This design comes from an exercise in tuning for small area on the open sky130 flow, not from production work.
Function was checked by simulation only, so behaviour that the tests miss may differ from the original.
Power figures rest on the tool's default switching activity, not on a simulated workload.

Setup of run A:
## rv_core
module rv_core (
    input  logic        clock,
    input  logic        reset,
    input  logic [31:0] insn,
    output logic [31:0] pc,
    output logic [31:0] probe_pc,
    output logic [31:0] probe_alu_res,
    output logic        probe_br_taken
);
Size: ~130 I/O pins, ~47000 sq um of cells after synthesis.
export LEC_CHECK = 0
export CAP_MARGIN = 20
export CORE_MARGIN = 2
export CORE_UTILIZATION = 45
export GPL_TIMING_DRIVEN = 0
export SETUP_SLACK_MARGIN = 0.4
export SLEW_MARGIN = 20
export SYNTH_HIERARCHICAL = 1
create_clock -name core_clock -period 11.0 [get_ports {clock}]
standard.sh (not shown) runs the stock make flow with config.mk's settings and CLKGATE_MAP_FILE= SYNTH_SCRIPT=/design/flow/synth_recipe.tcl, a recipe that flattens the netlist after the stock synthesis.
==> flow/flow/run.sh <==
#!/bin/bash
# Standard ORFS layout, with two changes passed to its scripts through the
# environment: clock tree synthesis without dummy loads, and small port buffers.
set -euo pipefail
export CTS_ARGS="-sink_clustering_enable -repair_clock_nets -dont_use_dummy_load -sink_clustering_size 14 -sink_clustering_max_diameter 50 -buf_list {sky130_fd_sc_hd__clkbuf_8 sky130_fd_sc_hd__clkbuf_16}"
export BUFFER_PORTS_ARGS="-buffer_cell sky130_fd_sc_hd__buf_2"
bash standard.sh synth > synth.log 2>&1
bash standard.sh > layout.log 2>&1
Input-level comparison between run B and run A:
diff --git a/flow/flow/run.sh b/flow/flow/run.sh
--- a/flow/flow/run.sh
+++ b/flow/flow/run.sh
@@ -2,3 +2,3 @@
 # Standard ORFS layout, with two changes passed to its scripts through the
-# environment: clock tree synthesis without dummy loads, and small port buffers.
+# environment: clock tree synthesis without dummy loads, small port buffers, and downsizing of gates with timing slack after global routing.
 set -euo pipefail
@@ -6,2 +6,3 @@
 export BUFFER_PORTS_ARGS="-buffer_cell sky130_fd_sc_hd__buf_2"
+export RECOVER_POWER=100
 bash standard.sh synth > synth.log 2>&1
## What came out
- Run B had finished all stages when the layout checks came back failing, citing capacitance limit, slew limit.
- Compared with run A, run B shows a higher post-layout minimum cycle time.
- As of run B, overall power after layout had fallen slightly compared to run A.
- Compared with run A, length of routed met2 wiring in run B decreased slightly.
- In terms of clock buffer and inverter area fraction after layout, run A and run B differ only marginally.
- The higher setup slack came out of run A.
- The length of the first detailed-routing pass in iterations in run B sits 3 below the value recorded for run A.
[inputs] run C vs run B
- changing CORE_UTILIZATION from 45 to 55
- changing SLEW_MARGIN from 20 to 10
- setting CTS_BUF_LIST to sky130_fd_sc_hd__clkbuf_4 sky130_fd_sc_hd__clkbuf_8 for the first time
- changing CAP_MARGIN from 20 to 10
- changing SETUP_SLACK_MARGIN from 0.4 to 0.1
==> flow/run.sh (new file) <==
#!/bin/bash
# synth_recipe.tcl (not shown) runs the flow's synth.tcl, then flattens the netlist and writes it again
# the make line also repeats each setting of config.mk as NAME=value (left out here)
make -C /OpenROAD-flow-scripts/flow DESIGN_CONFIG=/design/flow/config.mk WORK_HOME=/design/flow/orfs CLKGATE_MAP_FILE= SYNTH_SCRIPT=/design/flow/synth_recipe.tcl finish
removed: flow/flow/run.sh
removed: flow/standard.sh
[summary]
Run B → run C: minimum clock period went up 180 ps, routed wire length shows an increase of about 2.3%, worst hold slack shows an increase of 5.5 ps, effective utilization at floorplan rose 10 points.
Run C ends up with a cell depth of the worst setup path that is 9 lower than in run B.
Run comparison: run C end point of the critical path probe_alu_res[19]; run B end point of the critical path probe_br_taken
Of run C and run B, run C shows the higher final area, with run B below it.
Slew at the pin closest to its max-slew limit (higher): run B
Between run B and run C, initial DRC count increased.
STATUS run=run C STAGES=ALL_DONE FINAL_CHECKS=FAILED CAUSE=setup timing
As of run C, total power per unit cell area had risen by a few percent compared to run B.
Diff run B -> run C | TritonCTS buffer count | increase of 58
Changes in run D relative to run C:
- CAP_MARGIN: 10 -> 20
- SETUP_SLACK_MARGIN: 0.1 -> 0.4
- SLEW_MARGIN: 10 -> 20
- CTS_BUF_LIST: sky130_fd_sc_hd__clkbuf_4 sky130_fd_sc_hd__clkbuf_8 -> unset
- CORE_UTILIZATION: 55 -> 45
==> flow/flow/run.sh (new file) <==
#!/bin/bash
# Standard ORFS layout, with two changes passed to its scripts through the
# environment: clock tree synthesis without dummy loads, and small port buffers.
set -euo pipefail
export CTS_ARGS="-sink_clustering_enable -repair_clock_nets -dont_use_dummy_load -sink_clustering_size 14 -sink_clustering_max_diameter 40 -buf_list {sky130_fd_sc_hd__clkbuf_8}"
export BUFFER_PORTS_ARGS="-buffer_cell sky130_fd_sc_hd__buf_2"
bash standard.sh synth > synth.log 2>&1
bash standard.sh > layout.log 2>&1
==> flow/standard.sh (new file) <==
#!/bin/bash
# synth_recipe.tcl (not shown) runs the flow's synth.tcl, then flattens the netlist and writes it again
# the make line also repeats each setting of config.mk as NAME=value (left out here)
make -C /OpenROAD-flow-scripts/flow DESIGN_CONFIG=/design/flow/config.mk WORK_HOME=/design/flow/orfs CLKGATE_MAP_FILE= SYNTH_SCRIPT=/design/flow/synth_recipe.tcl "${@:-finish}"
removed: flow/run.sh
### Flow results
Every stage of the flow completed for run D, and the final layout passed the timing, design-rule and antenna checks. Taking run C as the reference, in run D number of buffers outside the clock class in the layout went up by about 3.7%, total number of tap cells went up by 21%, width of the die went up by 31 microns, number of antenna diodes went down by 5, count of clock-buffer cells in the layout went down by about 47%. For run D, the worst setup path startpoint was insn[17], unlike run C, where it was insn[19]. | cell area | run D vs run C | 2.0% lower |. The estimated power of run D ends up lower than the estimate for run C. From run C to run D the numbers moved as follows: number of max-cap violations saw little to no change, slack of the critical path saw an increase, number of fill cells saw an increase.

separate check: timing with driven ports:
No port has a modelled driver above. Below, the same layouts with a new extraction and two added sets of constraints. Step 1 (the two cells are an assumption about what drives the block):
set clk [get_ports {clock}]
set_driving_cell -lib_cell sky130_fd_sc_hd__clkbuf_16 $clk
set_driving_cell -lib_cell sky130_fd_sc_hd__buf_2 [delete_from_list [all_inputs] $clk]
Step 2, shift: input delay + t, output delay - t, t = (earliest + latest rising clock arrival at the registers) / 2. This alone moves slack from input paths to output paths. a / b / c = ideal / step 1 / step 2; a / b = the first two.
| run | t (ns) | setup WS [ns] | worst setup path after step 2 | slew at the worst register clock pin (ns) |
|---|---|---|---|---|
| run A | 0.760 | 0.281 / 0.251 / 0.251 | input to output | 0.07 / 0.07 |
| run B | 0.760 | 0.162 / 0.138 / 0.115 | input to register | 0.07 / 0.07 |
| run C | 0.963 | -0.022 / -0.056 / -0.056 | input to output | 0.07 / 0.07 |
| run D | 0.910 | 0.425 / 0.394 / 0.394 | input to output | 0.09 / 0.09 |
The setup slack of run B, which loses most, moves by -0.024 ns with the drivers and by -0.047 ns with both steps.
